What follows belongs to an exercise in optimizing a design on an open flow for small area, a short achievable clock period and few clock cycles per item; a production flow would make more cautious choices.
In this exercise RTL edits were held to simulation tests only and were not proved equivalent to the original.
Power is estimated from default activity; no workload was simulated.

==> v37 <==
## cuckoo_insert_ctrl
module cuckoo_insert_ctrl
#(
  parameter int DATA_W    = cuckoo_pkg::DATA_W_DEF,
  parameter int IDX_W     = cuckoo_pkg::IDX_W_DEF,
  parameter int MAX_KICKS = cuckoo_pkg::MAX_KICKS_DEF
) (
  input  logic              clk,
  input  logic              rst,
  input  logic              req_valid,
  output logic              req_ready,
  input  logic [DATA_W-1:0] req_key,
  input  logic [IDX_W-1:0]  req_idx1,
  input  logic [IDX_W-1:0]  req_idx2,
  input  logic              clear,
  output logic              done_valid,
  output logic [1:0]        done_status,
  output logic [IDX_W:0]    done_kicks,
  output logic [DATA_W-1:0] orphan_key,
  output logic [IDX_W+1:0]  occupancy,
  input  logic              rd_tbl,
  input  logic [IDX_W-1:0]  rd_idx,
  output logic              rd_valid,
  output logic [DATA_W-1:0] rd_key
);
Settings: LEC_CHECK=0, CAP_MARGIN=20, CORE_MARGIN=2, CORE_UTILIZATION=40, SLEW_MARGIN=20; clock period 7.0 ns.
run.sh (not shown) runs the stock make flow with config.mk's settings and CLKGATE_MAP_FILE= SYNTH_SCRIPT=/design/flow/synth_recipe.tcl, a recipe that flattens the netlist after the stock synthesis.
==> v23 (differences from v37) <==
==> flow/design.v (replaced) <==
package cuckoo_pkg;
  localparam int DATA_W_DEF    = 32;
  localparam int IDX_W_DEF     = 5;
  localparam int MAX_KICKS_DEF = 16;
  localparam logic [1:0] ST_OK   = 2'b00;
  localparam logic [1:0] ST_DUP  = 2'b01;
  localparam logic [1:0] ST_FAIL = 2'b10;
  typedef enum logic [1:0] {S_IDLE, S_PROBE, S_DONE} state_t;
endpackage
module cuckoo_table
#(
  parameter int DATA_W = cuckoo_pkg::DATA_W_DEF,
  parameter int IDX_W  = cuckoo_pkg::IDX_W_DEF
) (
  input  logic              clk,
  input  logic              rst,
  input  logic              clr,
  input  logic              we,
  input  logic [IDX_W-1:0]  wr_idx,
  input  logic [DATA_W-1:0] wr_key,
  input  logic [IDX_W-1:0]  wr_alt,
  input  logic [IDX_W-1:0]  rd_idx,
  output logic              rd_valid,
  output logic [DATA_W-1:0] rd_key,
  output logic [IDX_W-1:0]  rd_alt
);
  localparam int DEPTH = 2 ** IDX_W;
  localparam int EW    = DATA_W + IDX_W;
  logic [DEPTH-1:0] valid;
  logic [EW-1:0]    mem [DEPTH];
  always_ff @(posedge clk) begin
    if (rst || clr) valid <= '0;
    else if (we)    valid[wr_idx] <= 1'b1;
  end
  always_ff @(posedge clk) begin
    if (we) mem[wr_idx] <= {wr_key, wr_alt};
  end
  logic [DEPTH-1:0] rsel;
  logic [EW-1:0]    rdata;
  logic             rvalid;
  always_comb begin
    rdata  = '0;
    rvalid = 1'b0;
    for (int j = 0; j < DEPTH; j++) begin
      rsel[j] = (rd_idx == IDX_W'(j));
      rdata   = rdata | ({EW{rsel[j]}} & mem[j]);
      rvalid  = rvalid | (rsel[j] & valid[j]);
    end
  end
  assign rd_valid         = rvalid;
  assign {rd_key, rd_alt} = rdata;
endmodule
module cuckoo_insert_ctrl
#(
  parameter int DATA_W    = cuckoo_pkg::DATA_W_DEF,
  parameter int IDX_W     = cuckoo_pkg::IDX_W_DEF,
  parameter int MAX_KICKS = cuckoo_pkg::MAX_KICKS_DEF
) (
  input  logic              clk,
  input  logic              rst,
  input  logic              req_valid,
  output logic              req_ready,
  input  logic [DATA_W-1:0] req_key,
  input  logic [IDX_W-1:0]  req_idx1,
  input  logic [IDX_W-1:0]  req_idx2,
  input  logic              clear,
  output logic              done_valid,
  output logic [1:0]        done_status,
  output logic [IDX_W:0]    done_kicks,
  output logic [DATA_W-1:0] orphan_key,
  output logic [IDX_W+1:0]  occupancy,
  input  logic              rd_tbl,
  input  logic [IDX_W-1:0]  rd_idx,
  output logic              rd_valid,
  output logic [DATA_W-1:0] rd_key
);
  localparam logic [IDX_W:0] KMAX = MAX_KICKS[IDX_W:0];
  logic                busy;      
  logic                side;      
  logic [DATA_W-1:0]   c_key;
  logic [IDX_W-1:0]    c_idx1, c_idx2;
  logic [IDX_W:0]      kicks;
  logic                t1_v, t2_v;
  logic [DATA_W-1:0]   t1_k, t2_k;
  logic [IDX_W-1:0]    t1_alt, t2_alt;
  logic [IDX_W-1:0]    a1, a2;
  logic                first, dup, tgt_v, fail, fin, accept, tbl_clr;
  logic                we1, we2;
  assign a1 = busy ? c_idx1 : rd_idx;
  assign a2 = busy ? c_idx2 : rd_idx;
  cuckoo_table #(.DATA_W(DATA_W), .IDX_W(IDX_W)) u_t1 (
    .clk(clk), .rst(rst), .clr(tbl_clr), .we(we1),
    .wr_idx(c_idx1), .wr_key(c_key), .wr_alt(c_idx2),
    .rd_idx(a1), .rd_valid(t1_v), .rd_key(t1_k), .rd_alt(t1_alt)
  );
  cuckoo_table #(.DATA_W(DATA_W), .IDX_W(IDX_W)) u_t2 (
    .clk(clk), .rst(rst), .clr(tbl_clr), .we(we2),
    .wr_idx(c_idx2), .wr_key(c_key), .wr_alt(c_idx1),
    .rd_idx(a2), .rd_valid(t2_v), .rd_key(t2_k), .rd_alt(t2_alt)
  );
  assign rd_valid = rd_tbl ? t2_v : t1_v;
  assign rd_key   = rd_tbl ? t2_k : t1_k;
  assign first = (kicks == '0);
  assign dup   = first && ((t1_v && t1_k == c_key) || (t2_v && t2_k == c_key));
  assign tgt_v = side ? t2_v : t1_v;
  assign fail  = tgt_v && (kicks == KMAX);
  assign fin   = dup || !tgt_v || fail;
  assign we1 = busy && !side && !dup && !fail;
  assign we2 = busy && side;
  assign tbl_clr   = clear && !busy;
  assign req_ready = !rst && !clear && (!busy || (fin && !fail));
  assign accept    = req_valid && req_ready;
  assign orphan_key = c_key;
  always_ff @(posedge clk) begin
    if (rst) begin
      busy       <= 1'b0;
      done_valid <= 1'b0;
      occupancy  <= '0;
    end else begin
      done_valid <= busy && fin;
      if (tbl_clr) occupancy <= '0;
      else if (busy && !tgt_v && !dup) occupancy <= occupancy + 1'b1;
      if (accept) busy <= 1'b1;
      else if (fin) busy <= 1'b0;
    end
  end
  always_ff @(posedge clk) begin
    if (busy && fin) begin
      done_status <= dup ? cuckoo_pkg::ST_DUP : (fail ? cuckoo_pkg::ST_FAIL : cuckoo_pkg::ST_OK);
      done_kicks  <= dup ? '0 : kicks;
    end
  end
  always_ff @(posedge clk) begin
    if (accept) begin
      c_key  <= req_key;
      c_idx1 <= req_idx1;
      c_idx2 <= req_idx2;
      side   <= 1'b0;
      kicks  <= '0;
    end else if (busy && !fin) begin
      if (side) begin
        c_key  <= t2_k;
        c_idx1 <= t2_alt;
      end else begin
        c_key  <= t1_k;
        c_idx2 <= t1_alt;
      end
      side  <= !side;
      kicks <= kicks + 1'b1;
    end
  end
endmodule
==> run notes <==
item	v37	v23
Number of clock sinks	2539	2498
Result of the run	failed layout checks	failed layout checks
Layout check failures	negative setup slack	negative setup slack
Int Pwr	0.0279 W	0.0244 W
CTS H-Tree Depth	5	4
Die Footprint	269000 sq um	248000 sq um
Unrepaired setup endpoints after global routing	false	true
Worst hold slack	466 ps	467 ps
Total Power	0.0383 W	0.0324 W
Comb. pwr	0.00606 W	0.00326 W
Clock skew after layout	56.8 ps	58.7 ps
Power density of the placed cells	279 nW/um^2	262 nW/um^2
Via-per-instance ratio	7.21	6.81
Mux share of post-synthesis cell area	0.0152	0.00955
Worst reg2reg setup slack	270 ps	390 ps
Destination of the worst hold path	u_t1.valid[7]	u_t1.valid[24]
Testbench counts of v37, summed over its fixed seeds: cycles 3,505, items 2,535.
Testbench counts of v23, summed over its fixed seeds: cycles 5,068, items 2,535.

[afterwards: timing with drivers on the ports]
Ports are ideal in the flow. The routed layouts listed here were re-timed in OpenROAD. Step 1: set_driving_cell puts a clkbuf_16 on clk and a buf_2 on each other input, an assumption about the parent block. Step 2 moves the port delays by t, midway between the first and last clock arrival at a register: inputs arrive t later, outputs are due t later. That takes back most of the time a late clock gives input paths. Three values: ideal ports, drivers, drivers and shift; two values: the first two.
run | t, ns | setup WS [ns] | worst register clock-pin slew, ns | worst data-port slew with drivers (ns)
v37 | 1.065 | -0.084 / -0.110 / -0.834 | 0.07 / 0.07 | 0.06
v23 | 1.026 | -0.315 / -0.346 / -0.649 | 0.07 / 0.07 | 0.08
The setup slack of v37, which loses most, moves by -0.026 ns with the drivers and by -0.750 ns with both steps.
